What follows belongs to an exercise in optimizing a design on an open flow for small area, a short achievable clock period and few clock cycles per item; a production flow would make more cautious choices.
RTL that was checked went through simulation tests only; none was proved equivalent to the original.

## gimli_permutation_core
module gimli_permutation_core #(
  parameter int NUMBER_OF_ROUNDS = 24
) (
  input  logic         clk,
  input  logic         rst,
  input  logic [383:0] din_state,
  input  logic         din_valid,
  output logic         din_ready,
  output logic [383:0] dout_state,
  output logic         dout_valid,
  input  logic         dout_ready,
  output logic         busy
);
==> module gimli_permutation_core, before the edit <==
module gimli_permutation_core #(
  parameter int NUMBER_OF_ROUNDS = 24
) (
  input  logic         clk,
  input  logic         rst,
  input  logic [383:0] din_state,
  input  logic         din_valid,
  output logic         din_ready,
  output logic [383:0] dout_state,
  output logic         dout_valid,
  input  logic         dout_ready,
  output logic         busy
);
  localparam int K = 2;
  logic         r_run;     
  logic         r_done;    
  logic [4:0]   r_round;   
  logic [383:0] r_state;
  logic         w_take;
  logic         w_last;
  logic [4:0]   w_round_base;
  logic [K:0][383:0] w_blk;
  assign din_ready = !r_run && (!r_done || dout_ready);
  assign w_take    = din_valid && din_ready;
  assign w_last    = (r_round == 5'(K));
  assign w_round_base = (K % 4 == 0) ? {r_round[4:2], 2'b00} :
                        (K % 2 == 0) ? {r_round[4:1], 1'b0} : r_round;
  for (genvar j = 0; j < K; j++) begin : g_rnd
    gimli_round #(
      .STATIC_PHASE ((K % 4 == 0) || (K % 2 == 0 && j % 2 == 1)),
      .PHASE        ((4 - (j % 4)) % 4)
    ) u_round (
      .i_state (w_blk[j]),
      .i_round (w_round_base - 5'(j)),
      .o_state (w_blk[j+1])
    );
  end
  assign w_blk[0] = r_state;
  always_ff @(posedge clk) begin
    if (w_take)     r_state <= din_state;
    else if (r_run) r_state <= w_blk[K];
  end
  always_ff @(posedge clk or posedge rst) begin
    if (rst) begin
      r_run   <= 1'b0;
      r_done  <= 1'b0;
      r_round <= 5'(NUMBER_OF_ROUNDS);
    end else if (r_run) begin
      if (w_last) begin
        r_run   <= 1'b0;
        r_done  <= 1'b1;
        r_round <= 5'(NUMBER_OF_ROUNDS);
      end else begin
        r_round <= r_round - 5'(K);
      end
    end else if (w_take) begin
      r_run  <= 1'b1;
      r_done <= 1'b0;
    end else if (r_done && dout_ready) begin
      r_done <= 1'b0;
    end
  end
  assign busy       = r_run && !rst;
  assign dout_valid = r_done && !rst;
  assign dout_state = r_state;
endmodule
export LEC_CHECK = 0
export CAP_MARGIN = 20
export CORE_MARGIN = 2
export CORE_UTILIZATION = 60
export PLACE_DENSITY = 0.75
export SETUP_SLACK_MARGIN = 0.5
export SLEW_MARGIN = 20
create_clock -name core_clock -period 3.5 [get_ports {clk}]
standard.sh (not shown) runs the stock make flow with config.mk's settings and CLKGATE_MAP_FILE= SYNTH_SCRIPT=/design/flow/synth_recipe.tcl, a recipe that flattens the netlist after the stock synthesis.
==> flow/flow/run.sh <==
#!/bin/bash
# Own layout flow: the standard layout (standard.sh), with the port
# buffers made as sky130_fd_sc_hd__buf_1 instead of the delay buffer that
# buffer_ports picks by default. Every input and output port still gets its
# own buffer; the resizer may resize them like any other cell.
set -euo pipefail
export BUFFER_PORTS_ARGS="-buffer_cell sky130_fd_sc_hd__buf_1"
bash standard.sh finish > standard_flow.log 2>&1
Testbench counts at the start, summed over its fixed seeds: cycles 1,672, items 128.
Change:
--- a/flow/design.v
+++ b/flow/design.v
@@ -90,10 +90,20 @@
       .o_state (w_blk[j+1])
     );
   end
-  assign w_blk[0] = r_state;
+  localparam int NSEL = 96;
+  logic [NSEL-1:0] r_sel;
+  always_ff @(posedge clk or posedge rst) begin
+    if (rst) begin
+      r_sel <= '0;
+    end else begin
+      for (int i = 0; i < NSEL; i++) r_sel[i] <= r_sel[i] ? !w_last : w_take;
+    end
+  end
+  for (genvar b = 0; b < 384; b++) begin : g_in
+    assign w_blk[0][b] = r_sel[(b * NSEL) / 384] ? r_state[b] : din_state[b];
+  end
   always_ff @(posedge clk) begin
-    if (w_take)     r_state <= din_state;
-    else if (r_run) r_state <= w_blk[K];
+    if (r_run || w_take) r_state <= w_blk[K];
   end
   always_ff @(posedge clk or posedge rst) begin
     if (rst) begin
@@ -109,8 +119,13 @@
         r_round <= r_round - 5'(K);
       end
     end else if (w_take) begin
-      r_run  <= 1'b1;
-      r_done <= 1'b0;
+      if (NUMBER_OF_ROUNDS == K) begin
+        r_done  <= 1'b1;
+      end else begin
+        r_run   <= 1'b1;
+        r_done  <= 1'b0;
+        r_round <= r_round - 5'(K);
+      end
     end else if (r_done && dout_ready) begin
       r_done <= 1'b0;
     end
Die area increases by about 12%.
Synthesized area increases by 13%.
Cell area increases by 14%.
Global-route usage decreases by 5.6 points.
Non-clock buffer count increases by 105.
Via count increases by about 3%.
Flip-flop and latch count increases by 96.
First-iteration DRC count decreases by 15%.
Cell count increases by 9.9%.
Worst hold slack gains 0.30 ns.
Core utilization increases by 0.53 points.
For the second run of this note, only the layout was checked, not whether the RTL still works.

## what the ideal ports hide
The results above use ideal ports. As a check the final layouts listed here were re-extracted and re-timed, cells and wires unchanged. Step 1: set_driving_cell puts a clkbuf_16 on clk and a buf_2 on each other input, an assumption about the parent block. Step 2, shift: input delay + t, output delay - t, t = (earliest + latest rising clock arrival at the registers) / 2. This alone moves slack from input paths to output paths. a / b / c = ideal / step 1 / step 2; a / b = the first two.
run | t, ns | slack for setup (ns) | worst setup path at the end
the first run | 0.676 | 0.436 / 0.436 / 0.436 | register to register
the second run | 0.694 | 0.478 / 0.478 / 0.201 | input to register
After both steps setup and hold are still met in every run listed. The setup slack of the second run, which loses most, moves by 0.000 ns with the drivers and by -0.277 ns with both steps.
